Source: an optimization exercise on an open RTL-to-GDS flow (aim: small area and a short achievable clock period). Production flows keep margins and buffers that such runs may drop.
The RTL was checked by simulation tests, not by an equivalence proof against the original design.

==> flow/design.v <==
`default_nettype none
package aes_math_pkg;
  localparam logic [7:0] poly_reduce = 8'h1b;
  localparam logic [2047:0] sbox = {
    128'h637c777bf26b6fc53001672bfed7ab76,
    128'hca82c97dfa5947f0add4a2af9ca472c0,
    128'hb7fd9326363ff7cc34a5e5f171d83115,
    128'h04c723c31896059a071280e2eb27b275,
    128'h09832c1a1b6e5aa0523bd6b329e32f84,
    128'h53d100ed20fcb15b6acbbe394a4c58cf,
    128'hd0efaafb434d338545f9027f503c9fa8,
    128'h51a3408f929d38f5bcb6da2110fff3d2,
    128'hcd0c13ec5f974417c4a77e3d645d1973,
    128'h60814fdc222a908846eeb814de5e0bdb,
    128'he0323a0a4906245cc2d3ac629195e479,
    128'he7c8376d8dd54ea96c56f4ea657aae08,
    128'hba78252e1ca6b4c6e8dd741f4bbd8b8a,
    128'h703eb5664803f60e613557b986c11d9e,
    128'he1f8981169d98e949b1e87e9ce5528df,
    128'h8ca1890dbfe6426841992d0fb054bb16
  };
  function automatic logic [7:0] sub_byte(input logic [7:0] b);
    sub_byte = sbox[2047 - 8 * b -: 8];
  endfunction
  function automatic logic [7:0] xtime(input logic [7:0] b);
    logic [7:0] shifted;
    shifted = {b[6:0], 1'b0};
    if (b[7]) begin
      shifted = shifted ^ poly_reduce;
    end
    xtime = shifted;
  endfunction
  function automatic logic [7:0] mul3(input logic [7:0] b);
    mul3 = xtime(b) ^ b;
  endfunction
endpackage
`default_nettype wire
`timescale 1ns/1ns
`default_nettype none
module aes_mix_column (
  input  wire [31:0] col_in,
  input  wire [31:0] key_in,
  output wire [31:0] col_out
);
  wire [31:0] t;
  for (genvar i = 0; i < 4; i++) begin : g_row
    assign t[31 - 8*i -: 8] = col_in[31 - 8*i -: 8] ^ col_in[31 - 8*((i + 1) % 4) -: 8];
    assign col_out[31 - 8*i -: 8] =
      aes_math_pkg::xtime(t[31 - 8*i -: 8]) ^
      ((col_in[31 - 8*((i + 1) % 4) -: 8] ^ key_in[31 - 8*i -: 8]) ^ t[31 - 8*((i + 2) % 4) -: 8]);
  end
endmodule
`default_nettype wire
`timescale 1ns/1ns
`default_nettype none
module aes_sub_shift_stage (
  input  wire         clk,
  input  wire [127:0] in_state,
  output wire [127:0] shifted
);
  wire [127:0] subbed;
  for (genvar c = 0; c < 4; c++) begin : g_col
    for (genvar r = 0; r < 4; r++) begin : g_row
      aes_sbox u_sbox (
        .clk (clk),
        .a   (in_state[127 - 32*c - 8*r -: 8]),
        .y   (subbed[127 - 32*c - 8*r -: 8])
      );
      assign shifted[127 - 32*c - 8*r -: 8] =
        subbed[127 - 32*((c + r) % 4) - 8*r -: 8];
    end
  end
endmodule
module aes_sbox (
  input  wire       clk,
  input  wire [7:0] a,
  output wire [7:0] y
);
  wire U0 = a[7], U1 = a[6], U2 = a[5], U3 = a[4], U4 = a[3], U5 = a[2], U6 = a[1], U7 = a[0];
  wire T1, T2, T3, T4, T5, T6, T7, T8, T9, T10;
  wire T11, T12, T13, T14, T15, T16, T17, T18, T19, T20;
  wire T21, T22, T23, T24, T25, T26, T27, M1, M2, M3;
  wire M4, M5, M6, M7, M8, M9, M10, M11, M12, M13;
  wire M14, M15, M16, M17, M18, M19, M20, M21, M22, M23;
  wire M24, M25, M26, M27, M28, M29, M30, M31, M32, M33;
  wire M34, M35, M36, M37, M38, M39, M40, M41, M42, M43;
  wire M44, M45, M46, M47, M48, M49, M50, M51, M52, M53;
  wire M54, M55, M56, M57, M58, M59, M60, M61, M62, M63;
  wire L0, L1, L2, L3, L4, L5, L6, L7, L8, L9;
  wire L10, L11, L12, L13, L14, L15, L16, L17, L18, L19;
  wire L20, L21, L22, L23, L24, L25, L26, L27, L28, L29;
  wire S0, S1, S2, S3, S4, S5, S6, S7;
  reg  U7_q1, T1_q1, T2_q1, T3_q1, T4_q1, T6_q1, T8_q1, T9_q1, T10_q1, T13_q1;
  reg  T15_q1, T16_q1, T17_q1, T19_q1, T20_q1, T22_q1, T23_q1, T25_q1, T27_q1, M19_q1;
  reg  M20_q1, M21_q1, M22_q1, M50_q1, M56_q1, L0_q1, L1_q1, L6_q1, L7_q1, L8_q1;
  reg  L9_q1, L10_q1, L11_q1, L14_q1, L15_q1, L17_q1, L19_q1, L22_q1, L23_q1;
  assign T1 = U0 ^ U3;
  assign T2 = U0 ^ U5;
  assign T3 = U0 ^ U6;
  assign T4 = U3 ^ U5;
  assign T5 = U4 ^ U6;
  assign T6 = T1 ^ T5;
  assign T7 = U1 ^ U2;
  assign T8 = U7 ^ T6;
  assign T9 = U7 ^ T7;
  assign T10 = T6 ^ T7;
  assign T11 = U1 ^ U5;
  assign T12 = U2 ^ U5;
  assign T13 = T3 ^ T4;
  assign T14 = T6 ^ T11;
  assign T15 = T5 ^ T11;
  assign T16 = T5 ^ T12;
  assign T17 = T9 ^ T16;
  assign T18 = U3 ^ U7;
  assign T19 = T7 ^ T18;
  assign T20 = T1 ^ T19;
  assign T21 = U6 ^ U7;
  assign T22 = T7 ^ T21;
  assign T23 = T2 ^ T22;
  assign T24 = T2 ^ T10;
  assign T25 = T20 ^ T17;
  assign T26 = T3 ^ T16;
  assign T27 = T1 ^ T12;
  assign M1 = T13 & T6;
  assign M2 = T23 & T8;
  assign M3 = T14 ^ M1;
  assign M4 = T19 & U7;
  assign M5 = M4 ^ M1;
  assign M6 = T3 & T16;
  assign M7 = T22 & T9;
  assign M8 = T26 ^ M6;
  assign M9 = T20 & T17;
  assign M10 = M9 ^ M6;
  assign M11 = T1 & T15;
  assign M12 = T4 & T27;
  assign M13 = M12 ^ M11;
  assign M14 = T2 & T10;
  assign M15 = M14 ^ M11;
  assign M16 = M3 ^ M2;
  assign M17 = M5 ^ T24;
  assign M18 = M8 ^ M7;
  assign M19 = M10 ^ M15;
  assign M20 = M16 ^ M13;
  assign M21 = M17 ^ M15;
  assign M22 = M18 ^ M13;
  assign M23 = M19_q1 ^ T25_q1;
  assign M24 = M22_q1 ^ M23;
  assign M25 = M22_q1 & M20_q1;
  assign M26 = M21_q1 ^ M25;
  assign M27 = M20_q1 ^ M21_q1;
  assign M28 = M23 ^ M25;
  assign M29 = M28 & M27;
  assign M30 = M26 & M24;
  assign M31 = M20_q1 & M23;
  assign M32 = M27 & M31;
  assign M33 = M27 ^ M25;
  assign M34 = M21_q1 & M22_q1;
  assign M35 = M24 & M34;
  assign M36 = M24 ^ M25;
  assign M37 = M21_q1 ^ M29;
  assign M38 = M32 ^ M33;
  assign M39 = M23 ^ M30;
  assign M40 = M35 ^ M36;
  assign M41 = M38 ^ M40;
  assign M42 = M37 ^ M39;
  assign M43 = M37 ^ M38;
  assign M44 = M39 ^ M40;
  assign M45 = M42 ^ M41;
  assign M46 = M44 & T6_q1;
  assign M47 = M40 & T8_q1;
  assign M48 = M39 & U7_q1;
  assign M49 = M43 & T16_q1;
  assign M50 = M38 & T9_q1;
  assign M51 = M37 & T17_q1;
  assign M52 = M42 & T15_q1;
  assign M53 = M45 & T27_q1;
  assign M54 = M41 & T10_q1;
  assign M55 = M44 & T13_q1;
  assign M56 = M40 & T23_q1;
  assign M57 = M39 & T19_q1;
  assign M58 = M43 & T3_q1;
  assign M59 = M38 & T22_q1;
  assign M60 = M37 & T20_q1;
  assign M61 = M42 & T1_q1;
  assign M62 = M45 & T4_q1;
  assign M63 = M41 & T2_q1;
  assign L0 = M61 ^ M62;
  assign L1 = M50 ^ M56;
  assign L2 = M46 ^ M48;
  assign L3 = M47 ^ M55;
  assign L4 = M54 ^ M58;
  assign L5 = M49 ^ M61;
  assign L6 = M62 ^ L5;
  assign L7 = M46 ^ L3;
  assign L8 = M51 ^ M59;
  assign L9 = M52 ^ M53;
  assign L10 = M53 ^ L4;
  assign L11 = M60 ^ L2;
  assign L12 = M48 ^ M51;
  assign L13 = M50_q1 ^ L0_q1;
  assign L14 = M52 ^ M61;
  assign L15 = M55 ^ L1;
  assign L16 = M56_q1 ^ L0_q1;
  assign L17 = M57 ^ L1;
  assign L18 = M58 ^ L8;
  assign L19 = M63 ^ L4;
  assign L20 = L0_q1 ^ L1_q1;
  assign L21 = L1_q1 ^ L7_q1;
  assign L22 = L3 ^ L12;
  assign L23 = L18 ^ L2;
  assign L24 = L15_q1 ^ L9_q1;
  assign L25 = L6_q1 ^ L10_q1;
  assign L26 = L7_q1 ^ L9_q1;
  assign L27 = L8_q1 ^ L10_q1;
  assign L28 = L11_q1 ^ L14_q1;
  assign L29 = L11_q1 ^ L17_q1;
  assign S0 = L6_q1 ^ L24;
  assign S1 = ~(L16 ^ L26);
  assign S2 = ~(L19_q1 ^ L28);
  assign S3 = L6_q1 ^ L21;
  assign S4 = L20 ^ L22_q1;
  assign S5 = L25 ^ L29;
  assign S6 = ~(L13 ^ L27);
  assign S7 = ~(L6_q1 ^ L23_q1);
  always @(posedge clk) begin
    U7_q1 <= U7;
    T1_q1 <= T1;
    T2_q1 <= T2;
    T3_q1 <= T3;
    T4_q1 <= T4;
    T6_q1 <= T6;
    T8_q1 <= T8;
    T9_q1 <= T9;
    T10_q1 <= T10;
    T13_q1 <= T13;
    T15_q1 <= T15;
    T16_q1 <= T16;
    T17_q1 <= T17;
    T19_q1 <= T19;
    T20_q1 <= T20;
    T22_q1 <= T22;
    T23_q1 <= T23;
    T25_q1 <= T25;
    T27_q1 <= T27;
    M19_q1 <= M19;
    M20_q1 <= M20;
    M21_q1 <= M21;
    M22_q1 <= M22;
    M50_q1 <= M50;
    M56_q1 <= M56;
    L0_q1 <= L0;
    L1_q1 <= L1;
    L6_q1 <= L6;
    L7_q1 <= L7;
    L8_q1 <= L8;
    L9_q1 <= L9;
    L10_q1 <= L10;
    L11_q1 <= L11;
    L14_q1 <= L14;
    L15_q1 <= L15;
    L17_q1 <= L17;
    L19_q1 <= L19;
    L22_q1 <= L22;
    L23_q1 <= L23;
  end
  assign y[7] = S0;
  assign y[6] = S1;
  assign y[5] = S2;
  assign y[4] = S3;
  assign y[3] = S4;
  assign y[2] = S5;
  assign y[1] = S6;
  assign y[0] = S7;
endmodule
`default_nettype wire
`timescale 1ns/1ns
`default_nettype none
module aes_mix_key_stage (
  input  wire          clk,
  input  wire [127:0]  shifted,
  input  wire [127:0]  round_key,
  output reg  [127:0]  out_state
);
  wire [127:0] keyed;
  for (genvar c = 0; c < 4; c++) begin : g_col
    aes_mix_column u_mix (
      .col_in  (shifted[127 - 32*c -: 32]),
      .key_in  (round_key[127 - 32*c -: 32]),
      .col_out (keyed[127 - 32*c -: 32])
    );
  end
  always @(posedge clk) begin
    out_state <= keyed;
  end
endmodule
`default_nettype wire
`timescale 1ns/1ns
`default_nettype none
module aes_round_top (
  input  wire          clk,
  input  wire          rst,
  input  wire          in_valid,
  input  wire [256:0]  in_data,
  output wire          out_valid,
  output wire [127:0]  out_state
);
  localparam int SBOX_CYCLES = 2;
  reg  [SBOX_CYCLES:0] valid_pipe;
  wire [127:0]         shifted;
  always @(posedge clk) begin
    if (rst) begin
      valid_pipe <= '0;
    end else begin
      valid_pipe <= {valid_pipe[SBOX_CYCLES-1:0], in_valid};
    end
  end
  assign out_valid = valid_pipe[SBOX_CYCLES];
  reg [128*SBOX_CYCLES-1:0] key_pipe;
  wire [127:0]              round_key;
  always @(posedge clk) begin
    key_pipe[127:0] <= in_data[128:1] & {128{~in_data[0]}};
  end
  if (SBOX_CYCLES > 1) begin : g_key
    always @(posedge clk) begin
      key_pipe[128*SBOX_CYCLES-1:128] <= key_pipe[128*SBOX_CYCLES-129:0];
    end
  end
  assign round_key = key_pipe[128*SBOX_CYCLES-1 -: 128];
  aes_sub_shift_stage u_sub_shift (
    .clk      (clk),
    .in_state (in_data[256:129]),
    .shifted  (shifted)
  );
  aes_mix_key_stage u_mix_key (
    .clk       (clk),
    .shifted   (shifted),
    .round_key (round_key),
    .out_state (out_state)
  );
endmodule
`default_nettype wire
==> flow/flow/run.sh <==
#!/bin/bash
# Own layout flow: the standard layout (standard.sh) with two changes.
#  1. Synthesis maps the logic with flow/abc.script (area-recovering mapping
#     that keeps the XOR structure of the s-boxes) in place of ORFS's ABC
#     speed script. Everything else in synthesis is the standard one
#     (synth_recipe.tcl on a copy of ORFS's scripts folder), so registers keep
#     their standard names and cells.
#  2. Ports are buffered with sky130_fd_sc_hd__buf_1 instead of the default
#     delay-cell buffer; before detailed placement, flow/pre_dpl.tcl makes
#     the port buffers buf_2 and the result registers dfxtp_2.
# Each tool's output goes to a log of its own in this folder (synth.log,
# layout.log) and ORFS's per-step logs under orfs/logs/.
set -euo pipefail
W=$PWD
rm -rf "$W/scripts_abc"
cp -r "$FLOW_HOME/scripts" "$W/scripts_abc"
cp "$W/flow/abc.script" "$W/scripts_abc/abc_speed.script"
bash "$W/standard.sh" synth SCRIPTS_DIR="$W/scripts_abc" > "$W/synth.log" 2>&1
bash "$W/standard.sh" finish "BUFFER_PORTS_ARGS=-buffer_cell sky130_fd_sc_hd__buf_1" \
  "PRE_DETAIL_PLACE_TCL=$W/flow/pre_dpl.tcl" > "$W/layout.log" 2>&1
==> flow/flow/abc.script <==
strash
dch -f
map -a
topo
buffer -c
upsize -c
dnsize -c
==> flow/flow/pre_dpl.tcl <==
# Runs before detailed placement (ORFS hook PRE_DETAIL_PLACE_TCL), which
# legalises the cells resized here.
# Stronger cells on the paths from the inputs and to the outputs: the port
# buffers become buf_2, and the result registers, which drive the output
# buffers, dfxtp_2 (same flip-flop, higher drive).
set n_buf 0
set n_reg 0
foreach inst [get_cells *] {
  set name [get_full_name $inst]
  set ref [get_property $inst ref_name]
  if {$ref == "sky130_fd_sc_hd__buf_1" && [regexp {^(input|output)[0-9]+$} $name]} {
    replace_cell $inst sky130_fd_sc_hd__buf_2
    incr n_buf
  } elseif {$ref == "sky130_fd_sc_hd__dfxtp_1" && [regexp {^u_mix_key\.out_state} $name]} {
    replace_cell $inst sky130_fd_sc_hd__dfxtp_2
    incr n_reg
  }
}
puts "pre_dpl: resized $n_buf port buffers and $n_reg result registers"
==> flow/standard.sh <==
#!/bin/bash
# synth_recipe.tcl (not shown) runs the flow's synth.tcl, then flattens the netlist and writes it again
# the make line also repeats each setting of config.mk as NAME=value (left out here)
make -C /OpenROAD-flow-scripts/flow DESIGN_CONFIG=/design/flow/config.mk WORK_HOME=/design/flow/orfs CLKGATE_MAP_FILE= SYNTH_SCRIPT=/design/flow/synth_recipe.tcl "${@:-finish}"
==> flow/config.mk <==
export PLATFORM = sky130hd
export DESIGN_NAME = aes_round_top
export DESIGN_NICKNAME = aes_round_top
export VERILOG_FILES = /design/flow/design.v
export SDC_FILE = /design/flow/constraint.sdc
export NUM_CORES = 4
export LEC_CHECK = 0
export CAP_MARGIN = 20
export CORE_MARGIN = 2
export CORE_UTILIZATION = 50
export CTS_BUF_LIST = sky130_fd_sc_hd__clkbuf_8
export CTS_CLUSTER_DIAMETER = 60
export CTS_CLUSTER_SIZE = 16
export PLACE_DENSITY = 0.65
export SETUP_SLACK_MARGIN = 2.95
export SLEW_MARGIN = 20
==> flow/constraint.sdc <==
create_clock -name core_clock -period 5.0 [get_ports {clk}]
set_input_delay 1.0000 -clock core_clock [delete_from_list [all_inputs] [get_ports {clk}]]
set_output_delay 1.0000 -clock core_clock [all_outputs]
set_load 0.01 [all_outputs]
==> results of run 1 <==
-- worst max path at each step --
stage	endpoint	slack (ps)	cells after the start
after global placement	u_sub_shift.g_col[1].g_row[2].u_sbox.M21_q1	2180	12
final	out_state[83]	2800	1
after detailed placement	u_sub_shift.g_col[3].g_row[3].u_sbox.M21_q1	2190	11
after CTS	out_state[57]	2730	1
after floorplan	u_sub_shift.g_col[2].g_row[1].u_sbox.M21_q1	2440	10
after global routing	out_state[92]	2730	1
-- kinds of logic (layout without fill, tap and decap cells) --
logic type	after synthesis	in the layout	synth area share, %
other cells	0	4	0
flops	1011	1011	47.4
buf+inv	454	1006	3.99
fa+ha+maj	32	32	0.938
simple gates	1122	1122	10.8
compound gates	144	144	2.17
xor+xnor	1643	1643	34.7
-- layer usage --
metal / wire (um) / GRT usage (%)
met1: 43100 / 27.3
met3: 3160 / 2.74
met5: 12 / 0
met4: 1710 / 5.11
met2: 46900 / 36.5
-- cell type report --
cell class	count	area share, %
inverter	424	3.12
clock buffer	93	2.45
multi-input combinational	2941	45.6
tap	1144	2.74
sequential	1011	39.2
timing repair buffer	455	6.26
antenna	4	0.0192
clock inverter	34	0.656
-- repair_timing --
| action | 4_1_cts | 5_1_grt |
|---|---|---|
| setup endpoints to repair | 167 | 294 |
| resized for setup | 192 | 359 |
| buffers inserted | 8 | 56 |
| pin swaps | 15 | 197 |
-- stage by stage --
step | cells | setup slack (ps) | cell area [sq um] | hold WS, ps
6_report | 6106 | 2800 | 52300 | 299
5_1_grt | 6104 | 2730 | 52300 | 306
4_1_cts | 6046 | 2730 | 50100 | 295
3_5_place_dp | 5911 | 2190 | 47400 | 312
3_3_place_gp | 5911 | 2180 | 46700 | 310
2_1_floorplan | 4406 | 2440 | 43900 | 310
-- placed cells by master (no fill, tap or decap), types with 7 or more instances in the layout --
cell type and instances:
nor3_4 12, nor2_1 256, nand2_2 137, xor2_2 112, dfxtp_4 12, dfxtp_1 858, xnor2_4 28, a21boi_1 10
inv_2 72, nand3_1 31, nand2_4 43, inv_6 11, buf_4 65, o211ai_1 16, a21oi_2 26, a21oi_4 7
xnor2_1 668, o21ai_4 11, ha_4 10, a21oi_1 15, buf_6 130, buf_2 258, xor2_1 762, clkbuf_8 93
a31oi_4 9, or2_1 25, ha_2 9, inv_1 343, nand2_1 529, or2_4 49, xnor2_2 58, o21ai_0 26
inv_4 15, ha_1 13, a31oi_2 7, or2_2 19, xor2_4 15, dfxtp_2 141, nor2_2 16
==> key figures, run 1 <==
Clock network
  • CTS buffer count: 84
  • Clock H-tree levels: 3
  • Clock buffer depth: 3
  • # hold bufs at CTS: 0
  • CTS sink cnt: 1011
  • Latest clock arrival within the worst-skew pair: 710 ps
  • CTS tree: done
  • Clock transition at the registers of the reported paths: 100 ps
  • CTS root buffer: clkbuf_8

Yosys
  • Sequential fraction of the synthesis area: 47.4%
  • Syn Std Cell Area: 42700 sq um
  • Synth top area cells: dfxtp_1 (47%), xor2_1 (18%), xnor2_1 (15%)
  • Most used DFF post-synth: dfxtp_1
  • Area share of the largest cell type after synthesis: 47.4%
  • Count leader, synth: dfxtp_1
  • Post-synth EDFFs: 0
  • Post-synthesis cell type count: 28
  • Share of synthesized registers carrying an async set or reset: 0%
  • Yosys warns: 4
  • Syn_area_per_cell: 9.69 sq um
  • Post-Synthesis Cells: 4406
  • Dominant cell type by area after synthesis: dfxtp_1
  • Post-synthesis net count: 4698
  • Yosys reg bits: 1011
  • Top cells by count, synth: dfxtp_1 (1011), xor2_1 (860), xnor2_1 (731)

Cells and area
  • Multi-input gate area: 23800 sq um
  • Util after Layout: 61.6%
  • Layout cells sized above 1: 28.1%
  • Reg with most FFs: key_pipe
  • Register area: 20500 sq um
  • Net count, final: 5209
  • Top flop regs: key_pipe (256), u_mix_key.out_state (128)
  • Largest register FFs: 256
  • # fillers: 7257
  • P&R area growth vs syn: 22.4%

Detailed routing
  • Routed Antenna Nets: 0
  • Initial DRT Pass Iterations: 5
  • Starting DRT DRC Count: 880
  • WL per Instance: 15.5 um
  • Vias per cell: 4.47
  • DRC Markers: 0
  • DR vias: 27301
  • Drt total wl: 94800 um

GRT
  • Largest net degree at the start of global routing: 45
  • Vias in the first global route: 27247
  • Total gr overflow: 0
  • First-pass GRT wire length: 143000 um
  • Initial antenna violation count: 10
  • Gr usage total: 20.9%

STA
  • RSZ-0062 raised after global routing: true
  • Fin. max-slew vios: 0
  • Post-layout min period: 2200 ps
  • Crit share post-route: 44.0%
  • Max Clk Rate: 0.455 GHz
  • Setup TNS: 0 ps
  • Slew margin rel.: 48.1%
  • Final Hold Fails: 0
  • Final setup viols: 0
  • Fin Clk Skew: 40.7 ps
  • Slew @ Worst Pin: 773 ps

Critical path
  • Critical path startpoint: u_mix_key.out_state[83]
  • Cell count of the worst reg-to-reg path: 10
  • Reg2reg setup slack: 2960 ps
  • CP bufs+invs: 1
  • CP max-delay cell: dfxtp_4
  • R2R Path End: u_sub_shift.g_col[0].g_row[2].u_sbox.L6_q1
  • CP cell instances: buf_6
  • Crit end category: primary output
  • Critical Path AT: 1200 ps
  • Worst EP required: 4000 ps
  • Critical path class: flop to primary output
  • Startpoint Class: flop
  • Critical Path Fanout Max: 1
  • Reg2reg start: u_sub_shift.g_col[0].g_row[2].u_sbox.T25_q1
  • CP top delay family: flip-flops
  • CP max stage delay: 380 ps

Worst hold path
  • Worst Hold Path EP: key_pipe[171]
  • WHS Path Cells: 0
  • Hold crit path type: flop to flop
  • Hold wc startpoint: key_pipe[43]

Placement
  • Post-detail-place hpwl: 74700 um
  • I/O Buffers: 388
  • Final GP Congestion: 0.884

Die
  • I/O pin cnt: 389
  • Initial Utilization: 50.3%
  • Die Height: 296 um
  • DIE WIDTH: 296 um
  • Total die area: 87700 sq um
  • Core ar.: 84900 sq um
  • FP Rows: 107

Job
  • Max cap viols: 0

Run status
  • Status: complete, no violations
==> run 2, diff against run 1 <==
==> flow/flow/abc.script (replaced) <==
&get -n
&st
&dch -f
&nf -a -R 1000
&put
buffer -c
upsize -c
dnsize -c
--- a/flow/config.mk
+++ b/flow/config.mk
@@ -12,5 +12,5 @@
 export CTS_CLUSTER_DIAMETER = 60
 export CTS_CLUSTER_SIZE = 16
 export PLACE_DENSITY = 0.65
-export SETUP_SLACK_MARGIN = 2.95
+export SETUP_SLACK_MARGIN = 2.75
 export SLEW_MARGIN = 20
==> run 2 against run 1 <==
Effect of this change: still clean; maximum frequency down 0.60%; count of clock-buffer cells in the layout down 4; final cell count down 14%; highest routed layer unchanged.
==> key figures, run 2 <==
Yosys
  • Syn_area_per_cell: 11.0 sq um (+13%)
  • Post-synth EDFFs: 0 (unchanged)
  • Sequential fraction of the synthesis area: 49.7% (+2.3 points)
  • Post-synthesis net count: 4005 (-15%)
  • Share of synthesized registers carrying an async set or reset: 0% (unchanged)
  • Yosys warns: 4 (unchanged)
  • Yosys reg bits: 1011 (unchanged)
  • Syn Std Cell Area: 40700 sq um (-4.5%)
  • Post-synthesis cell type count: 19 (-32%)
  • Dominant cell type by area after synthesis: dfxtp_1
  • Top cells by count, synth: xnor2_1 (1112), dfxtp_1 (1011), xor2_1 (674)
  • Most used DFF post-synth: dfxtp_1
  • Count leader, synth: xnor2_1
  • Area share of the largest cell type after synthesis: 49.7% (+2.3 points)
  • Synth top area cells: dfxtp_1 (50%), xnor2_1 (24%), xor2_1 (14%)
  • Post-Synthesis Cells: 3713 (-16%)

Detailed routing
  • Starting DRT DRC Count: 819 (-6.9%)
  • DRC Markers: 0 (unchanged)
  • DR top layer: met5
  • DR vias: 23565 (-14%)
  • Routed Antenna Nets: 0 (unchanged)
  • WL per Instance: 15.8 um (+1.8%)
  • Drt total wl: 83200 um (-12%)
  • Routed wl met2: 39400 um (-16%)
  • Routed met3 length: 3650 um (+16%)
  • Wl on met1: 38100 um (-12%)
  • Vias per cell: 4.48 (+0.18%)
  • Initial DRT Pass Iterations: 6 (+1)

Run status
  • Status: complete, no violations

Cells and area
  • Most common cell after layout, fill and taps aside: xnor2_1
  • Layout cells sized above 1: 20.9% (-7.2 points)
  • Net count, final: 4460 (-14%)
  • Largest register FFs: 256 (unchanged)
  • Multi-input gate area: 22000 sq um (-7.7%)
  • Fin area: 47600 sq um (-8.9%)
  • Util after Layout: 59.1% (-2.4 points)
  • Most frequent cells in the layout: xnor2_1 (1040), dfxtp_1 (880), xor2_1 (592)
  • P&R area growth vs syn: 16.9%
  • Register area: 20400 sq um (-0.28%)
  • Top flop regs: key_pipe (256), u_mix_key.out_state (128)
  • Reg with most FFs: key_pipe
  • # fillers: 6859 (-5.5%)

Clock network
  • Clock H-tree levels: 3 (unchanged)
  • CTS tree: done
  • CTS root buffer: clkbuf_8
  • Latest clock arrival within the worst-skew pair: 690 ps (-20 ps)
  • Clock buffer depth: 3 (unchanged)
  • CTS sink cnt: 1011 (unchanged)
  • Clock transition at the registers of the reported paths: 100 ps (about the same)
  • CTS buffer count: 82 (-2.4%)

Placement
  • Post-detail-place hpwl: 66300 um (-11%)
  • Area after DPL: 45100 sq um (-4.8%)
  • I/O Buffers: 388 (unchanged)
  • Final GP Congestion: 0.834 (-5.6%)

STA
  • RSZ-0062 raised after global routing: true
  • Crit share post-route: 44.2% (+0.26 points)
  • Slew margin rel.: 27.8% (-20 points)
  • Post-layout min period: 2210 ps (+13.2 ps)
  • Final Hold Fails: 0 (unchanged)
  • Final setup viols: 0 (unchanged)
  • Fin Clk Skew: 30.7 ps (-9.96 ps)
  • Fin. max-slew vios: 0 (unchanged)
  • Setup TNS: 0 ps (unchanged)
  • Max Clk Rate: 0.452 GHz (-0.60%)
  • Slew @ Worst Pin: 1080 ps (+311 ps)

Critical path
  • Startpoint Class: flop
  • CP dominant cell by count: xnor2_1
  • CP max-delay cell: xor2_2
  • Reg2reg setup slack: 2790 ps (-170 ps)
  • Critical Path AT: 2790 ps (+1590 ps)
  • CP cell instances: xor2_1 -> xnor2_1 -> xor2_2 -> xnor2_1 -> xnor2_1
  • Critical path class: flop to flop
  • Cell count of the worst reg-to-reg path: 5 (-5)
  • Reg2reg start: u_sub_shift.g_col[0].g_row[3].u_sbox.L9_q1
  • CP top delay family: XOR/XNOR gates
  • Worst EP required: 5580 ps (+1580 ps)
  • CP max stage delay: 560 ps (+180 ps)
  • CP bufs+invs: 0 (-1)
  • R2R Path End: u_mix_key.out_state[67]
  • Critical Path Fanout Max: 5 (+4)
  • Crit end category: flop

GRT
  • Total gr overflow: 0 (unchanged)
  • First-pass GRT wire length: 128000 um (-11%)
  • Initial antenna violation count: 11 (+1)
  • Gr usage total: 19.6% (-1.3 points)
  • Largest net degree at the start of global routing: 76 (+69%)
  • Vias in the first global route: 23780 (-13%)

Worst hold path
  • Hold crit path type: flop to flop
  • WHS Path Cells: 0 (unchanged)
  • Worst Hold Path EP: key_pipe[160]
  • Hold wc startpoint: key_pipe[32]

Die
  • Initial Utilization: 50.6% (+0.29 points)
  • I/O pin cnt: 389 (unchanged)
  • Total die area: 83800 sq um (-4.5%)
  • FP Rows: 104 (-2.8%)
  • Die Height: 289 um (-2.3%)
  • DIE WIDTH: 289 um (-2.3%)
  • Core ar.: 80500 sq um (-5.1%)

Job
  • Max cap viols: 0 (unchanged)
## run 2: how the worst max path moves through the flow
stage / from / endpoint / slack, ps / cells after the start
finish: u_sub_shift.g_col[0].g_row[3].u_sbox.L9_q1 / u_mix_key.out_state[67] / 2790 / 5
detailed placement: in_data[141] / u_sub_shift.g_col[3].g_row[2].u_sbox.M21_q1 / 2310 / 8
global placement: in_data[242] / u_sub_shift.g_col[0].g_row[1].u_sbox.M20_q1 / 2080 / 6
floorplan: in_data[205] / u_sub_shift.g_col[1].g_row[2].u_sbox.M21_q1 / 2640 / 7
global route: u_sub_shift.g_col[0].g_row[3].u_sbox.T25_q1 / u_sub_shift.g_col[0].g_row[3].u_sbox.L6_q1 / 2630 / 8
CTS: u_sub_shift.g_col[1].g_row[0].u_sbox.L9_q1 / u_mix_key.out_state[79] / 2680 / 5
## run 2: routing by layer
layer / GRT usage, % / up-vias
met5: 0 / -
met4: 5.28 / 10
met3: 3.50 / 133
met2: 32.7 / 384
met1: 26.0 / 10845
li1: - / 12193
## run 2: final cells by class
cell class / instances / area share [%]
diodes: 3 / 0.0158
clock buffers: 89 / 2.57
clock inverters: 25 / 0.565
inverters: 64 / 0.504
multi-input cells: 2608 / 46.2
flip-flops and latches: 1011 / 42.8
well taps: 1060 / 2.79
repair buffers: 401 / 4.50
## run 2: worst reg2reg max path, cell delays in order, from the launching register on
cell	delay (ps)
dfxtp_1	340
xor2_1	170
xnor2_1	550
xor2_2	560
xnor2_1	170
xnor2_1	310
## run 2: cells by family after synthesis
family,after synthesis,synth area share [%]
xor gates and xnor gates,1805,39.2
DFF,1011,49.7
and+or+nand+nor,643,7.32
AOI/OAI and AO/OA,128,1.97
buffers and inverters,94,0.866
adders and majority gates,32,0.983
## run 2: timing repair
item | CTS | global route
gates resized for setup | 28 | 110
buffers inserted | 0 | 12
hold buffers | 0 | 0
pin swaps | 0 | 21
setup endpoints to repair | 38 | 63
gates cloned | 0 | 0
hold endpoints to repair | 0 | 0
## run 2: stage by stage
step | hold slack, ps | cells | setup WS, ps
6_report | 309 | 5261 | 2790
5_1_grt | 326 | 5260 | 2630
2_1_floorplan | 310 | 3713 | 2640
4_1_cts | 316 | 5246 | 2680
3_3_place_gp | 311 | 5132 | 2080
3_5_place_dp | 312 | 5132 | 2310
==> run 3, diff against run 2 <==
--- a/flow/config.mk
+++ b/flow/config.mk
@@ -12,5 +12,5 @@
 export CTS_CLUSTER_DIAMETER = 60
 export CTS_CLUSTER_SIZE = 16
 export PLACE_DENSITY = 0.65
-export SETUP_SLACK_MARGIN = 2.75
+export SETUP_SLACK_MARGIN = 2.7
 export SLEW_MARGIN = 20
==> run 3 against run 2 <==
Effect of this change: count of clock-buffer cells in the layout fell by 5; synthesized area did not move; largest cell class unchanged; critical path type unchanged; final area fell by 0.95%; sequential share of layout area rose by 0.40 points.
==> key figures, run 3 <==
Critical path
  • CP max stage delay: 690 ps (+130 ps)
  • Critical Path Fanout Max: 5 (unchanged)
  • Critical path class: flop to flop
  • Worst EP required: 5590 ps (about the same)
  • CP bufs+invs: 0 (unchanged)
  • Startpoint Class: flop
  • CP dominant cell by count: xnor2_1
  • CP top delay family: XOR/XNOR gates
  • Critical Path AT: 2880 ps (+90 ps)
  • CP max-delay cell: xor2_1
  • Critical path startpoint: u_sub_shift.g_col[1].g_row[1].u_sbox.L6_q1
  • CP cell instances: xor2_1 -> xnor2_1 -> xor2_1 -> xnor2_1 -> xnor2_1
  • Reg2reg start: u_sub_shift.g_col[1].g_row[1].u_sbox.L6_q1
  • Crit end category: flop

Cells and area
  • Net count, final: 4455 (-0.11%)
  • Largest register FFs: 256 (unchanged)
  • Reg with most FFs: key_pipe
  • Top flop regs: key_pipe (256), u_mix_key.out_state (128)
  • Layout cells sized above 1: 20.0% (-0.91 points)
  • # fillers: 6891 (+0.47%)
  • Most common cell after layout, fill and taps aside: xnor2_1
  • Most frequent cells in the layout: xnor2_1 (1043), dfxtp_1 (882), xor2_1 (611)
  • P&R area growth vs syn: 15.8%
  • Util after Layout: 58.6% (-0.56 points)

STA
  • Setup TNS: 0 ps (unchanged)
  • Crit share post-route: 45.8% (+1.6 points)
  • Max Clk Rate: 0.437 GHz (-3.4%)
  • RSZ-0062 raised after global routing: true
  • Slew margin rel.: 29.6% (+1.8 points)
  • PnR worst setup slack: 2710 ps (-77.8 ps)
  • Fin Clk Skew: 38.5 ps (+7.81 ps)
  • Post-layout min period: 2290 ps (+77.8 ps)
  • Final setup viols: 0 (unchanged)
  • Slew @ Worst Pin: 1050 ps (-34.6 ps)
  • Final Hold Fails: 0 (unchanged)
  • Fin. max-slew vios: 0 (unchanged)

Yosys
  • Post-synthesis net count: 4005 (unchanged)
  • Yosys warns: 4 (unchanged)
  • Post-Synthesis Cells: 3713 (unchanged)
  • Syn_area_per_cell: 11.0 sq um (unchanged)
  • Count leader, synth: xnor2_1
  • Area share of the largest cell type after synthesis: 49.7% (unchanged)
  • Post-synthesis cell type count: 19 (unchanged)
  • Yosys reg bits: 1011 (unchanged)
  • Share of synthesized registers carrying an async set or reset: 0% (unchanged)
  • Syn Std Cell Area: 40700 sq um (unchanged)
  • Dominant cell type by area after synthesis: dfxtp_1
  • Top cells by count, synth: xnor2_1 (1112), dfxtp_1 (1011), xor2_1 (674)
  • Synth top area cells: dfxtp_1 (50%), xnor2_1 (24%), xor2_1 (14%)
  • Sequential fraction of the synthesis area: 49.7% (unchanged)
  • Post-synth EDFFs: 0 (unchanged)
  • Most used DFF post-synth: dfxtp_1

Die
  • Core ar.: 80500 sq um (unchanged)
  • FP Rows: 104 (unchanged)
  • Total die area: 83800 sq um (unchanged)
  • DIE WIDTH: 289 um (unchanged)
  • Die Height: 289 um (unchanged)
  • Initial Utilization: 50.6% (unchanged)
  • I/O pin cnt: 389 (unchanged)

Clock network
  • Clock transition at the registers of the reported paths: 100 ps (about the same)
  • Clock buffer depth: 3 (unchanged)
  • # hold bufs at CTS: 0 (unchanged)
  • CTS sink cnt: 1011 (unchanged)
  • CTS tree: done
  • CTS buffer count: 80 (-2.4%)
  • CTS root buffer: clkbuf_8
  • Clock H-tree levels: 3 (unchanged)
  • Latest clock arrival within the worst-skew pair: 700 ps (about the same)

GRT
  • Vias in the first global route: 24014 (+0.98%)
  • Gr usage total: 20.2% (+0.61 points)
  • First-pass GRT wire length: 130000 um (+2.3%)
  • Largest net degree at the start of global routing: 61 (-20%)
  • Initial antenna violation count: 13 (+2)
  • Total gr overflow: 0 (unchanged)

Detailed routing
  • DR vias: 23528 (-0.16%)
  • Initial DRT Pass Iterations: 5 (-1)
  • Vias per cell: 4.48 (about the same)
  • WL per Instance: 16.2 um (+2.5%)
  • Drt total wl: 85200 um (+2.4%)
  • DRC Markers: 0 (unchanged)
  • Routed Antenna Nets: 0 (unchanged)
  • Starting DRT DRC Count: 851 (+3.9%)

Placement
  • Final GP Congestion: 0.830 (-0.52%)
  • Post-place setup slack: 2300 ps (-7.12 ps)
  • I/O Buffers: 388 (unchanged)
  • Post-detail-place hpwl: 68000 um (+2.6%)

Worst hold path
  • Hold crit path type: flop to flop
  • Hold wc startpoint: key_pipe[6]

Run status
  • Status: complete, no violations

Job
  • Max cap viols: 0 (unchanged)
## run 3: cell types whose count changed in the layout (fill, tap and decap cells not counted), moves of 5 or more
cell      delta
a211oi_1     +5
buf_6       -14
buf_2       +14
clkbuf_8     -5
xor2_4       -7
xor2_1      +19
a211oi_2     -5
xor2_2      -12
## run 3: layout make-up
class | instances | area [sq um] | area share (%)
clock buffers | 84 | 1160 | 2.45
diodes | 4 | 10.0 | 0.0212
clock inverters | 28 | 313 | 0.663
well taps | 1060 | 1330 | 2.81
inverters | 64 | 240 | 0.509
multi-input cells | 2608 | 21700 | 46.0
flip-flops and latches | 1011 | 20400 | 43.2
repair buffers | 398 | 2030 | 4.31
## run 3: kinds of logic after synthesis
group | count (synthesis) | share of synthesized area [%]
AOI/OAI and AO/OA | 128 | 1.97
and+or+nand+nor | 643 | 7.32
xor gates and xnor gates | 1805 | 39.2
DFF | 1011 | 49.7
adders and majority gates | 32 | 0.983
buffers and inverters | 94 | 0.866
## run 3: worst reg2reg max path: cells and delay by family, from the launching register on
family | cells | cell delay (ps)
flip-flops | 1 | 470
XOR/XNOR | 5 | 1730
## run 3: per-layer routing
layer  GRT usage (%)  wire length (um)
met5               0                42
met4            5.70              1870
met3            2.98              3350
met2            34.0             40300
met1            26.9             39600
## run 3: worst paths after layout
path | endpoint | slack [ps] | cells past startpoint
worst max-delay path | u_mix_key.out_state[123] | 2710 | 5
worst min-delay path | key_pipe[134] | 320 | 0
worst max register to register | u_mix_key.out_state[123] | 2710 | 5
worst min register to register | key_pipe[134] | 320 | 0
## run 3: timing repair
item,CTS,global route
endpoints found under the setup margin,18,46
buffers inserted,0,7
pin swaps,0,8
resized for setup,7,85
## run 3: through the flow
stage | instances | hold slack (ps) | instance area [sq um]
floorplan | 3713 | 310 | 41600
global placement | 5134 | 310 | 44400
detailed placement | 5134 | 312 | 45000
CTS | 5246 | 318 | 46500
global route | 5256 | 321 | 47200
finish | 5257 | 317 | 47200
==> run 4, diff against run 3 <==
==> flow/flow/abc.script (replaced) <==
strash
dch -f
map -a
topo
buffer -c
upsize -c
dnsize -c
--- a/flow/config.mk
+++ b/flow/config.mk
@@ -7,10 +7,10 @@
 export LEC_CHECK = 0
 export CAP_MARGIN = 20
 export CORE_MARGIN = 2
-export CORE_UTILIZATION = 50
+export CORE_UTILIZATION = 60
 export CTS_BUF_LIST = sky130_fd_sc_hd__clkbuf_8
 export CTS_CLUSTER_DIAMETER = 60
 export CTS_CLUSTER_SIZE = 16
-export PLACE_DENSITY = 0.65
+export PLACE_DENSITY = 0.7
 export SETUP_SLACK_MARGIN = 2.7
 export SLEW_MARGIN = 20
==> run 4 against run 3 <==
Effect of this change: maximum frequency up 4.0%; final cell count increased by 11%; core utilization grew 9.6 points.
==> key figures, run 4 <==
Run status
  • Status: complete, no violations

STA
  • Crit share post-route: 44.0% (-1.8 points)
  • Max Clk Rate: 0.454 GHz (+4.0%)
  • Slew margin rel.: 39.0% (+9.5 points)
  • Final Hold Fails: 0 (unchanged)
  • RSZ-0062 raised after global routing: true
  • Setup TNS: 0 ps (unchanged)
  • Slew @ Worst Pin: 908 ps (-141 ps)
  • Fin Clk Skew: 41.7 ps (+3.13 ps)
  • WHS: 309 ps (-7.33 ps)
  • Post-layout min period: 2200 ps (-88.7 ps)
  • Fin. max-slew vios: 0 (unchanged)
  • Final setup viols: 0 (unchanged)

Critical path
  • Worst EP required: 4000 ps (-1590 ps)
  • Critical path class: flop to primary output
  • Crit end category: primary output
  • CP max stage delay: 380 ps (-310 ps)
  • Critical Path AT: 1200 ps (-1680 ps)
  • CP cell instances: buf_2
  • Startpoint Class: flop
  • Cell count of the worst reg-to-reg path: 6 (+1)
  • CP Depth: 1 (-4)
  • CP bufs+invs: 1 (+1)
  • Critical Path Fanout Max: 1 (-4)
  • CP max-delay cell: dfxtp_2
  • CP top delay family: flip-flops

Die
  • Core ar.: 70300 sq um (-13%)
  • I/O pin cnt: 389 (unchanged)
  • DIE WIDTH: 271 um (-6.5%)
  • Initial Utilization: 60.7% (+10 points)
  • Total die area: 73300 sq um (-13%)
  • Die Height: 271 um (-6.5%)
  • FP Rows: 97 (-6.7%)

Worst hold path
  • Hold crit path type: flop to flop
  • WHS Path Cells: 0 (unchanged)

GRT
  • First-pass GRT wire length: 134000 um (+2.8%)
  • Largest net degree at the start of global routing: 61 (unchanged)
  • Met2 GRT Util: 40.0% (+5.9 points)
  • Gr usage total: 22.9% (+2.8 points)
  • Total gr overflow: 0 (unchanged)
  • Initial antenna violation count: 5 (-8)
  • GR Util met1: 29.8% (+2.9 points)
  • GR peak layer: met2
  • GR met3 Demand/Resource: 3.20% (+0.23 points)
  • Vias in the first global route: 26578 (+11%)

Clock network
  • CTS root buffer: clkbuf_8
  • Setup Buffers After CTS: 0 (unchanged)
  • CTS tree: done
  • CTS buffer count: 77 (-3.8%)
  • Clock H-tree levels: 3 (unchanged)
  • # hold bufs at CTS: 0 (unchanged)
  • Latest clock arrival within the worst-skew pair: 700 ps (about the same)
  • Clock transition at the registers of the reported paths: 90 ps (about the same)
  • CTS sink cnt: 1011 (unchanged)
  • Clock buffer depth: 3 (unchanged)

Yosys
  • Mux contribution to synthesized area: 0% (unchanged)
  • Synth top area cells: dfxtp_1 (47%), xor2_1 (18%), xnor2_1 (15%)
  • Yosys warns: 4 (unchanged)
  • Adder-cell share of the synthesized area: 0.938% (-0.045 points)
  • Most used DFF post-synth: dfxtp_1
  • Syn_area_per_cell: 9.69 sq um (-12%)
  • Post-synth EDFFs: 0 (unchanged)
  • Share of synthesized registers carrying an async set or reset: 0% (unchanged)
  • Post-synthesis cell type count: 28 (+9)
  • Dominant cell type by area after synthesis: dfxtp_1
  • Post-synthesis simple-gate area fraction: 10.8% (+3.5 points)
  • Top cells by count, synth: dfxtp_1 (1011), xor2_1 (860), xnor2_1 (731)
  • Syn Std Cell Area: 42700 sq um (+4.8%)
  • Yosys reg bits: 1011 (unchanged)
  • Area share of the largest cell type after synthesis: 47.4% (-2.3 points)
  • Post-synthesis net count: 4698 (+17%)
  • Count leader, synth: dfxtp_1
  • Complex-gate fraction of the synthesized area: 2.17% (+0.21 points)
  • Largest family of logic cells by synthesized area: XOR/XNOR gates
  • Sequential fraction of the synthesis area: 47.4% (-2.3 points)
  • Post-Synthesis Cells: 4406 (+19%)
  • Synth Area in XOR/XNOR: 34.7% (-4.5 points)

Detailed routing
  • DR vias: 26538 (+13%)
  • DRC Markers: 0 (unchanged)
  • WL per Instance: 14.5 um (-11%)
  • Drt total wl: 84300 um (-1.0%)
  • Vias per cell: 4.56 (+1.9%)
  • Routed Antenna Nets: 0 (unchanged)
  • Starting DRT DRC Count: 1129 (+33%)
  • Initial DRT Pass Iterations: 7 (+2)

Placement
  • Post-detail-place hpwl: 68300 um (+0.39%)
  • I/O Buffers: 388 (unchanged)
  • Area after DPL: 46500 sq um (+3.4%)
  • DP Cell Count: 5706 (+11%)
  • Final GP Congestion: 0.873 (+5.1%)

Cells and area
  • Most common cell after layout, fill and taps aside: dfxtp_1
  • Layout cells sized above 1: 19.4% (-0.55 points)
  • Top flop regs: key_pipe (256), u_mix_key.out_state (128)
  • P&R area growth vs syn: 12.3%
  • Reg with most FFs: key_pipe
  • # fillers: 5622 (-18%)
  • Fin area: 47900 sq um (+1.6%)
  • Net count, final: 5137 (+15%)
  • Largest register FFs: 256 (unchanged)
  • Most frequent cells in the layout: dfxtp_1 (883), xor2_1 (830), xnor2_1 (713)
  • Post-Layout Cell Count: 5818 (+11%)

Job
  • Max cap viols: 0 (unchanged)
[run 4: cell count changes in the layout (fill, tap and decap cells not counted), sizes merged, moves of 152 or more]
cell   before  now
xnor2    1112  754
inv        78  436
nand2     352  709
xor2      690  889
nor2       72  272
nor2b     152    0
[run 4: path summary, 6_finish.rpt]
path                                              start                 endpoint  slack (ps)
max                              u_mix_key.out_state[6]             out_state[6]        2800
min                                       key_pipe[107]            key_pipe[235]         310
max reg2reg  u_sub_shift.g_col[3].g_row[0].u_sbox.L9_q1  u_mix_key.out_state[15]        2820
min reg2reg                               key_pipe[107]            key_pipe[235]         310
[run 4: cell families (layout without fill, tap and decap cells)]
logic type | count (synthesis) | after routing
other | 0 | 4
adders and majority gates | 32 | 32
AOI/OAI and AO/OA | 144 | 144
buffers and inverters | 454 | 922
DFF | 1011 | 1011
and+or+nand+nor | 1122 | 1122
xor gates and xnor gates | 1643 | 1643
[run 4: layout make-up]
| class | instances | area [sq um] | share of cell area (%) |
|---|---|---|---|
| Multi-Input combinational cell | 2941 | 21400 | 44.7 |
| Sequential cell | 1011 | 20400 | 42.6 |
| Timing Repair Buffer | 390 | 1970 | 4.11 |
| Inverter | 424 | 1590 | 3.32 |
| Tap cell | 940 | 1180 | 2.45 |
| Clock buffer | 83 | 1140 | 2.38 |
| Clock inverter | 25 | 225 | 0.470 |
| Antenna cell | 4 | 10.0 | 0.0209 |
[run 4: what timing repair did]
item                                   4_1_cts  5_1_grt
setup endpoints to repair                    0        5
resized for setup                            0        6
endpoints found under the hold margin        0        0
[run 4: per-stage QoR]
step / setup WS [ps] / utilization (%)
floorplan: 2440 / -
global placement: 2100 / 65.3
detailed placement: 2150 / 66.2
CTS: 2710 / 68.1
global route: 2640 / 68.2
finish: 2800 / 68.2
[run 4: routing by layer]
layer / vias up / wire (um)
met5: - / 0
met4: 0 / 1990
met3: 120 / 3020
met2: 436 / 40500
met1: 12031 / 38800
li1: 13951 / -
==> run 5, diff against run 4 <==
--- a/flow/config.mk
+++ b/flow/config.mk
@@ -7,10 +7,10 @@
 export LEC_CHECK = 0
 export CAP_MARGIN = 20
 export CORE_MARGIN = 2
-export CORE_UTILIZATION = 60
+export CORE_UTILIZATION = 50
 export CTS_BUF_LIST = sky130_fd_sc_hd__clkbuf_8
-export CTS_CLUSTER_DIAMETER = 60
-export CTS_CLUSTER_SIZE = 16
-export PLACE_DENSITY = 0.7
+export CTS_CLUSTER_DIAMETER = 70
+export CTS_CLUSTER_SIZE = 20
+export PLACE_DENSITY = 0.65
 export SETUP_SLACK_MARGIN = 2.7
 export SLEW_MARGIN = 20
==> run 5 against run 4 <==
Effect of this change: global-route usage fell by 2.5 points; critical path depth did not move; non-clock buffer count rose by 1; worst hold slack improved by 18 ps; synthesized cell count did not move; synthesized area did not move; final cell count rose by 3.0%; critical path type unchanged; critical endpoint is now out_state[42]; highest routed layer is now met5.
==> key figures, run 5 <==
Run status
  • Status: complete, no violations

STA
  • Crit share post-route: 44.5% (+0.50 points)
  • Setup TNS: 0 ps (unchanged)
  • Final Hold Fails: 0 (unchanged)
  • Post-layout min period: 2230 ps (+25.0 ps)
  • Slew margin rel.: 44.1% (+5.1 points)
  • Slew @ Worst Pin: 832 ps (-75.8 ps)
  • Fin Clk Skew: 18.7 ps (-23.0 ps)
  • RSZ-0062 raised after global routing: true
  • Max Clk Rate: 0.449 GHz (-1.1%)
  • Fin. max-slew vios: 0 (unchanged)
  • Final setup viols: 0 (unchanged)

Critical path
  • CP Depth: 1 (unchanged)
  • Critical path class: flop to primary output
  • Reg2reg start: u_sub_shift.g_col[3].g_row[0].u_sbox.L11_q1
  • CP max-delay cell: dfxtp_4
  • Cell count of the worst reg-to-reg path: 5 (-1)
  • CP bufs+invs: 1 (unchanged)
  • R2R Path End: u_mix_key.out_state[13]
  • Setup crit end: out_state[42]
  • CP max stage delay: 380 ps (about the same)
  • Critical Path Fanout Max: 1 (unchanged)
  • Reg2reg setup slack: 2850 ps (+30 ps)
  • Critical path startpoint: u_mix_key.out_state[42]
  • CP top delay family: flip-flops
  • CP cell instances: buf_6
  • Startpoint Class: flop
  • Worst EP required: 4000 ps (about the same)
  • Crit end category: primary output
  • Critical Path AT: 1230 ps (+30 ps)

Yosys
  • Top cells by count, synth: dfxtp_1 (1011), xor2_1 (860), xnor2_1 (731)
  • Post-synthesis net count: 4698 (unchanged)
  • Sequential fraction of the synthesis area: 47.4% (unchanged)
  • Post-synth EDFFs: 0 (unchanged)
  • Yosys warns: 4 (unchanged)
  • Most used DFF post-synth: dfxtp_1
  • Syn_area_per_cell: 9.69 sq um (unchanged)
  • Syn Std Cell Area: 42700 sq um (unchanged)
  • Share of synthesized registers carrying an async set or reset: 0% (unchanged)
  • Count leader, synth: dfxtp_1
  • Post-synthesis cell type count: 28 (unchanged)
  • Area share of the largest cell type after synthesis: 47.4% (unchanged)
  • Synth top area cells: dfxtp_1 (47%), xor2_1 (18%), xnor2_1 (15%)
  • Dominant cell type by area after synthesis: dfxtp_1
  • Post-Synthesis Cells: 4406 (unchanged)
  • Yosys reg bits: 1011 (unchanged)

Cells and area
  • Multi-input gate area: 21400 sq um (+0.16%)
  • Reg with most FFs: key_pipe
  • Most common cell after layout, fill and taps aside: dfxtp_1
  • P&R area growth vs syn: 12.2% (about the same)
  • # fillers: 7684 (+37%)
  • Register area: 20400 sq um (about the same)
  • Largest register FFs: 256 (unchanged)
  • Top flop regs: key_pipe (256), u_mix_key.out_state (128)
  • Most frequent cells in the layout: dfxtp_1 (883), xor2_1 (830), xnor2_1 (710)
  • Net count, final: 5121 (-0.31%)
  • Layout cells sized above 1: 19.2% (-0.22 points)

Die
  • Total die area: 87700 sq um (+20%)
  • FP Rows: 107 (+10%)
  • Initial Utilization: 50.3% (-10 points)
  • DIE WIDTH: 296 um (+9.4%)
  • Die Height: 296 um (+9.4%)
  • Core ar.: 84900 sq um (+21%)
  • I/O pin cnt: 389 (unchanged)

Clock network
  • CTS sink cnt: 1011 (unchanged)
  • Setup Buffers After CTS: 0 (unchanged)
  • Clock H-tree levels: 2 (-1)
  • Clock buffer depth: 3 (unchanged)
  • CTS tree: done
  • CTS buffer count: 60 (-22%)
  • CTS root buffer: clkbuf_8
  • Latest clock arrival within the worst-skew pair: 720 ps (+20 ps)
  • # hold bufs at CTS: 0 (unchanged)
  • Clock transition at the registers of the reported paths: 120 ps (+30 ps)

Detailed routing
  • Drt total wl: 90200 um (+7.1%)
  • Starting DRT DRC Count: 936 (-17%)
  • DR vias: 26464 (-0.28%)
  • Initial DRT Pass Iterations: 7 (unchanged)
  • Vias per cell: 4.42 (-3.2%)
  • DRC Markers: 0 (unchanged)
  • Routed Antenna Nets: 0 (unchanged)
  • WL per Instance: 15.1 um (+4.0%)

Worst hold path
  • Hold crit path type: flop to flop

GRT
  • Largest net degree at the start of global routing: 48 (-21%)
  • Initial antenna violation count: 9 (+4)
  • First-pass GRT wire length: 141000 um (+5.2%)
  • Vias in the first global route: 26813 (+0.88%)
  • Gr usage total: 20.4% (-2.5 points)
  • Total gr overflow: 0 (unchanged)

Placement
  • I/O Buffers: 388 (unchanged)
  • Final GP Congestion: 0.861 (-1.3%)
  • Post-detail-place hpwl: 73800 um (+8.0%)

Job
  • Max cap viols: 0 (unchanged)
-- run 5: worst min-delay path by stage --
| stage | start | end | slack, ps | depth (start not counted) |
|---|---|---|---|---|
| finish | key_pipe[63] | key_pipe[191] | 330 | 0 |
| global route | key_pipe[30] | key_pipe[158] | 330 | 0 |
| CTS | key_pipe[63] | key_pipe[191] | 330 | 0 |
| detailed placement | key_pipe[40] | key_pipe[168] | 310 | 0 |
| global placement | key_pipe[62] | key_pipe[190] | 310 | 0 |
| floorplan | key_pipe[0] | key_pipe[128] | 310 | 0 |
-- run 5: repair_timing --
item,CTS,global route
gates cloned,0,0
endpoints found under the setup margin,10,15
gates resized for setup,19,12
-- run 5: metrics by stage --
stage | instance area (sq um) | cells | setup slack [ps] | utilization, % | hold slack [ps]
floorplan | 43300 | 4406 | 2440 | - | 310
global placement | 46100 | 5911 | 2120 | 54.3 | 310
detailed placement | 46800 | 5911 | 2180 | 55.1 | 312
CTS | 47800 | 5986 | 2680 | 56.3 | 329
global route | 47900 | 5991 | 2660 | 56.4 | 329
finish | 47900 | 5991 | 2770 | 56.4 | 327
-- run 5: cell type report --
| class | instances | share of cell area, % |
|---|---|---|
| Timing Repair Buffer | 391 | 4.23 |
| Inverter | 424 | 3.32 |
| Antenna cell | 5 | 0.0261 |
| Clock buffer | 62 | 1.78 |
| Sequential cell | 1011 | 42.6 |
| Multi-Input combinational cell | 2941 | 44.8 |
| Clock inverter | 13 | 0.282 |
| Tap cell | 1144 | 2.99 |
-- run 5: logic make-up (layout without fill, tap and decap cells) --
group           after synthesis  after routing  synth area share (%)
other cells                   0              5                     0
xor+xnor                   1643           1643                  34.7
flops                      1011           1011                  47.4
buf+inv                     454            890                  3.99
compound gates              144            144                  2.17
simple gates               1122           1122                  10.8
fa+ha+maj                    32             32                 0.938
-- run 5: per-layer routing --
metal	part of all wire, %	global-route usage, %
met5	0.038	0
met4	2.3	5.33
met3	3.6	2.65
met2	49	36.5
met1	45	25.9
==> run 6, diff against run 5 <==
--- a/flow/config.mk
+++ b/flow/config.mk
@@ -9,8 +9,8 @@
 export CORE_MARGIN = 2
 export CORE_UTILIZATION = 50
 export CTS_BUF_LIST = sky130_fd_sc_hd__clkbuf_8
-export CTS_CLUSTER_DIAMETER = 70
-export CTS_CLUSTER_SIZE = 20
+export CTS_CLUSTER_DIAMETER = 65
+export CTS_CLUSTER_SIZE = 18
 export PLACE_DENSITY = 0.65
 export SETUP_SLACK_MARGIN = 2.7
 export SLEW_MARGIN = 20
==> run 6 against run 5 <==
Effect of this change: final cell count rose by 0.48%; synthesized area did not move; critical endpoint is now out_state[22]; non-clock buffer count did not move; die area did not move; via count rose by 0.19%; core utilization rose by 0.22 points; clock skew rose by 18 ps.
==> key figures, run 6 <==
GRT
  • First-pass GRT wire length: 141000 um (about the same)
  • Total gr overflow: 0 (unchanged)
  • Gr usage total: 20.5% (+0.073 points)
  • Initial antenna violation count: 12 (+3)
  • Vias in the first global route: 26908 (+0.35%)
  • Largest net degree at the start of global routing: 48 (unchanged)

Critical path
  • CP cell instances: buf_2
  • CP max stage delay: 390 ps (about the same)
  • Startpoint Class: flop
  • Critical Path Fanout Max: 1 (unchanged)
  • Worst EP required: 4000 ps (about the same)
  • CP bufs+invs: 1 (unchanged)
  • CP max-delay cell: dfxtp_2
  • Cell count of the worst reg-to-reg path: 5 (unchanged)
  • Critical path class: flop to primary output
  • Crit end category: primary output
  • Reg2reg setup slack: 2840 ps (about the same)
  • CP Depth: 1 (unchanged)
  • Critical Path AT: 1210 ps (-20 ps)
  • CP top delay family: flip-flops

Cells and area
  • Net count, final: 5132 (+0.21%)
  • Most frequent cells in the layout: dfxtp_1 (883), xor2_1 (830), xnor2_1 (711)
  • Fin area: 48100 sq um (+0.39%)
  • Layout cells sized above 1: 19.5% (+0.35 points)
  • Most common cell after layout, fill and taps aside: dfxtp_1
  • Largest register FFs: 256 (unchanged)
  • # fillers: 7659 (-0.33%)
  • P&R area growth vs syn: 12.7%
  • Reg with most FFs: key_pipe
  • Top flop regs: key_pipe (256), u_mix_key.out_state (128)
  • Post-Layout Cell Count: 6020 (+0.48%)

Yosys
  • Yosys reg bits: 1011 (unchanged)
  • Post-synthesis cell type count: 28 (unchanged)
  • Largest family of logic cells by synthesized area: XOR/XNOR gates
  • Share of synthesized registers carrying an async set or reset: 0% (unchanged)
  • Most used DFF post-synth: dfxtp_1
  • Post-synthesis net count: 4698 (unchanged)
  • Yosys warns: 4 (unchanged)
  • Adder-cell share of the synthesized area: 0.938% (unchanged)
  • Area share of the largest cell type after synthesis: 47.4% (unchanged)
  • Dominant cell type by area after synthesis: dfxtp_1
  • Synth top area cells: dfxtp_1 (47%), xor2_1 (18%), xnor2_1 (15%)
  • Complex-gate fraction of the synthesized area: 2.17% (unchanged)
  • Synth Area in XOR/XNOR: 34.7% (unchanged)
  • Post-Synthesis Cells: 4406 (unchanged)
  • Syn_area_per_cell: 9.69 sq um (unchanged)
  • Top cells by count, synth: dfxtp_1 (1011), xor2_1 (860), xnor2_1 (731)
  • Count leader, synth: dfxtp_1
  • Sequential fraction of the synthesis area: 47.4% (unchanged)
  • Mux contribution to synthesized area: 0% (unchanged)
  • Post-synthesis simple-gate area fraction: 10.8% (unchanged)
  • Syn Std Cell Area: 42700 sq um (unchanged)
  • Post-synth EDFFs: 0 (unchanged)

Die
  • Total die area: 87700 sq um (unchanged)
  • Core ar.: 84900 sq um (unchanged)
  • DIE WIDTH: 296 um (unchanged)
  • Die Height: 296 um (unchanged)
  • I/O pin cnt: 389 (unchanged)
  • Initial Utilization: 50.3% (unchanged)
  • FP Rows: 107 (unchanged)

Clock network
  • Clock buffer depth: 3 (unchanged)
  • CTS root buffer: clkbuf_8
  • Clock H-tree levels: 3 (+1)
  • CTS buffer count: 71 (+18%)
  • Clock transition at the registers of the reported paths: 110 ps (about the same)
  • Latest clock arrival within the worst-skew pair: 690 ps (-30 ps)
  • Setup Buffers After CTS: 0 (unchanged)
  • CTS sink cnt: 1011 (unchanged)
  • CTS tree: done

Detailed routing
  • DR top layer: met5
  • Vias per cell: 4.40 (-0.30%)
  • DR vias: 26513 (+0.19%)
  • Initial DRT Pass Iterations: 5 (-2)
  • WL per Instance: 15.0 um (-0.60%)
  • Drt total wl: 90100 um (-0.12%)
  • DRC Markers: 0 (unchanged)
  • Routed Antenna Nets: 0 (unchanged)
  • Starting DRT DRC Count: 911 (-2.7%)
  • Routed wl met2: 44000 um (-0.63%)
  • Routed met3 length: 3380 um (+3.7%)
  • Wl on met1: 40500 um (-0.10%)

STA
  • Fin Clk Skew: 36.5 ps (+17.9 ps)
  • Crit share post-route: 44.3% (-0.23 points)
  • Setup TNS: 0 ps (unchanged)
  • WHS: 329 ps (+1.37 ps)
  • Max Clk Rate: 0.451 GHz (+0.52%)
  • Final setup viols: 0 (unchanged)
  • Slew @ Worst Pin: 816 ps (-15.7 ps)
  • Fin. max-slew vios: 0 (unchanged)
  • Slew margin rel.: 45.2% (+1.1 points)
  • Final Hold Fails: 0 (unchanged)
  • PnR worst setup slack: 2790 ps (+11.6 ps)
  • RSZ-0062 raised after global routing: true
  • Post-layout min period: 2210 ps (-11.6 ps)

Placement
  • I/O Buffers: 388 (unchanged)
  • Post-place setup slack: 2180 ps (unchanged)
  • Final GP Congestion: 0.861 (unchanged)
  • Post-detail-place hpwl: 73800 um (unchanged)
  • Area after DPL: 46800 sq um (unchanged)
  • DP Cell Count: 5911 (unchanged)

Worst hold path
  • WHS Path Cells: 0 (unchanged)
  • Hold crit path type: flop to flop

Job
  • Max cap viols: 0 (unchanged)

Run status
  • Status: complete, no violations
-- run 6: cell type report --
class	instances	area, sq um	area share (%)
Multi-Input combinational cell	2941	21400	44.5
Sequential cell	1011	20400	42.4
Timing Repair Buffer	391	1970	4.09
Inverter	424	1590	3.31
Tap cell	1144	1430	2.98
Clock buffer	78	1070	2.23
Clock inverter	24	190	0.395
Antenna cell	7	17.5	0.0364
-- run 6: what timing repair did --
item,in CTS,in global routing
gates resized for setup,2,10
setup endpoints to repair,2,11
hold buffers,0,0
-- run 6: cells by family (layout without fill, tap and decap cells) --
logic type,after synthesis,after routing
AOI/OAI and AO/OA,144,144
xor gates and xnor gates,1643,1643
adders and majority gates,32,32
buffers and inverters,454,917
DFF,1011,1011
other,0,7
and+or+nand+nor,1122,1122
-- run 6: final timing paths --
check | start | endpoint
worst max-delay path | u_mix_key.out_state[22] | out_state[22]
worst max register to register | u_sub_shift.g_col[3].g_row[0].u_sbox.L11_q1 | u_mix_key.out_state[13]
worst min register to register | key_pipe[52] | key_pipe[180]
worst min-delay path | key_pipe[52] | key_pipe[180]
-- run 6: per-layer routing --
metal  vias to the layer above  GRT usage (%)
li1                      13961              -
met1                     12022           25.9
met2                       406           36.2
met3                       118           2.93
met4                         6           6.27
met5                         -              0
-- run 6: worst reg2reg max path, stage by stage, from the launching register on --
cell,delay (ps)
dfxtp_1,350
xnor2_1,210
xor2_1,640
xnor2_1,240
xnor2_1,290
xor2_1,310
-- run 6: through the flow --
| stage | util, % |
|---|---|
| final | 56.7 |
| after global routing | 56.7 |
| after CTS | 56.6 |
| after detailed placement | 55.1 |
| after global placement | 54.3 |
| after floorplan | - |

-- what the ideal ports hide --
The flow's constraints put no driver on any port. The routed layouts listed below were extracted and timed again, unchanged, in two steps. Step 1 (the two cells are an assumption about what drives the block):
set clk [get_ports {clk}]
set_driving_cell -lib_cell sky130_fd_sc_hd__clkbuf_16 $clk
set_driving_cell -lib_cell sky130_fd_sc_hd__buf_2 [delete_from_list [all_inputs] $clk]
Step 2 adds t to the input delays and takes it off the output delays; t is the mean of the earliest and latest rising clock arrival at the registers after step 1. Input paths then give back, and output paths get back, about the clock's delay inside the block. Three values: ideal, step 1, step 2; two values: the first two.
run | t, ns | setup WS [ns] | hold slack, ns | worst setup path after step 2 | worst data-port slew with drivers (ns)
run 1 | 0.752 | 2.801 / 2.734 / 2.185 | 0.299 / 0.299 / 0.299 | input to register | 0.12
run 2 | 0.741 | 2.788 / 2.760 / 2.258 | 0.309 / 0.309 / 0.309 | input to register | 0.14
run 3 | 0.748 | 2.710 / 2.710 / 2.257 | 0.317 / 0.317 / 0.317 | input to register | 0.13
run 4 | 0.737 | 2.798 / 2.737 / 2.161 | 0.309 / 0.309 / 0.309 | input to register | 0.16
run 5 | 0.774 | 2.773 / 2.708 / 2.170 | 0.327 / 0.327 / 0.327 | input to register | 0.12
run 6 | 0.740 | 2.785 / 2.718 / 2.165 | 0.329 / 0.329 / 0.329 | input to register | 0.11
After both steps every run listed still meets setup and hold. The setup slack of run 4, which loses most, moves by -0.061 ns with the drivers and by -0.637 ns with both steps.
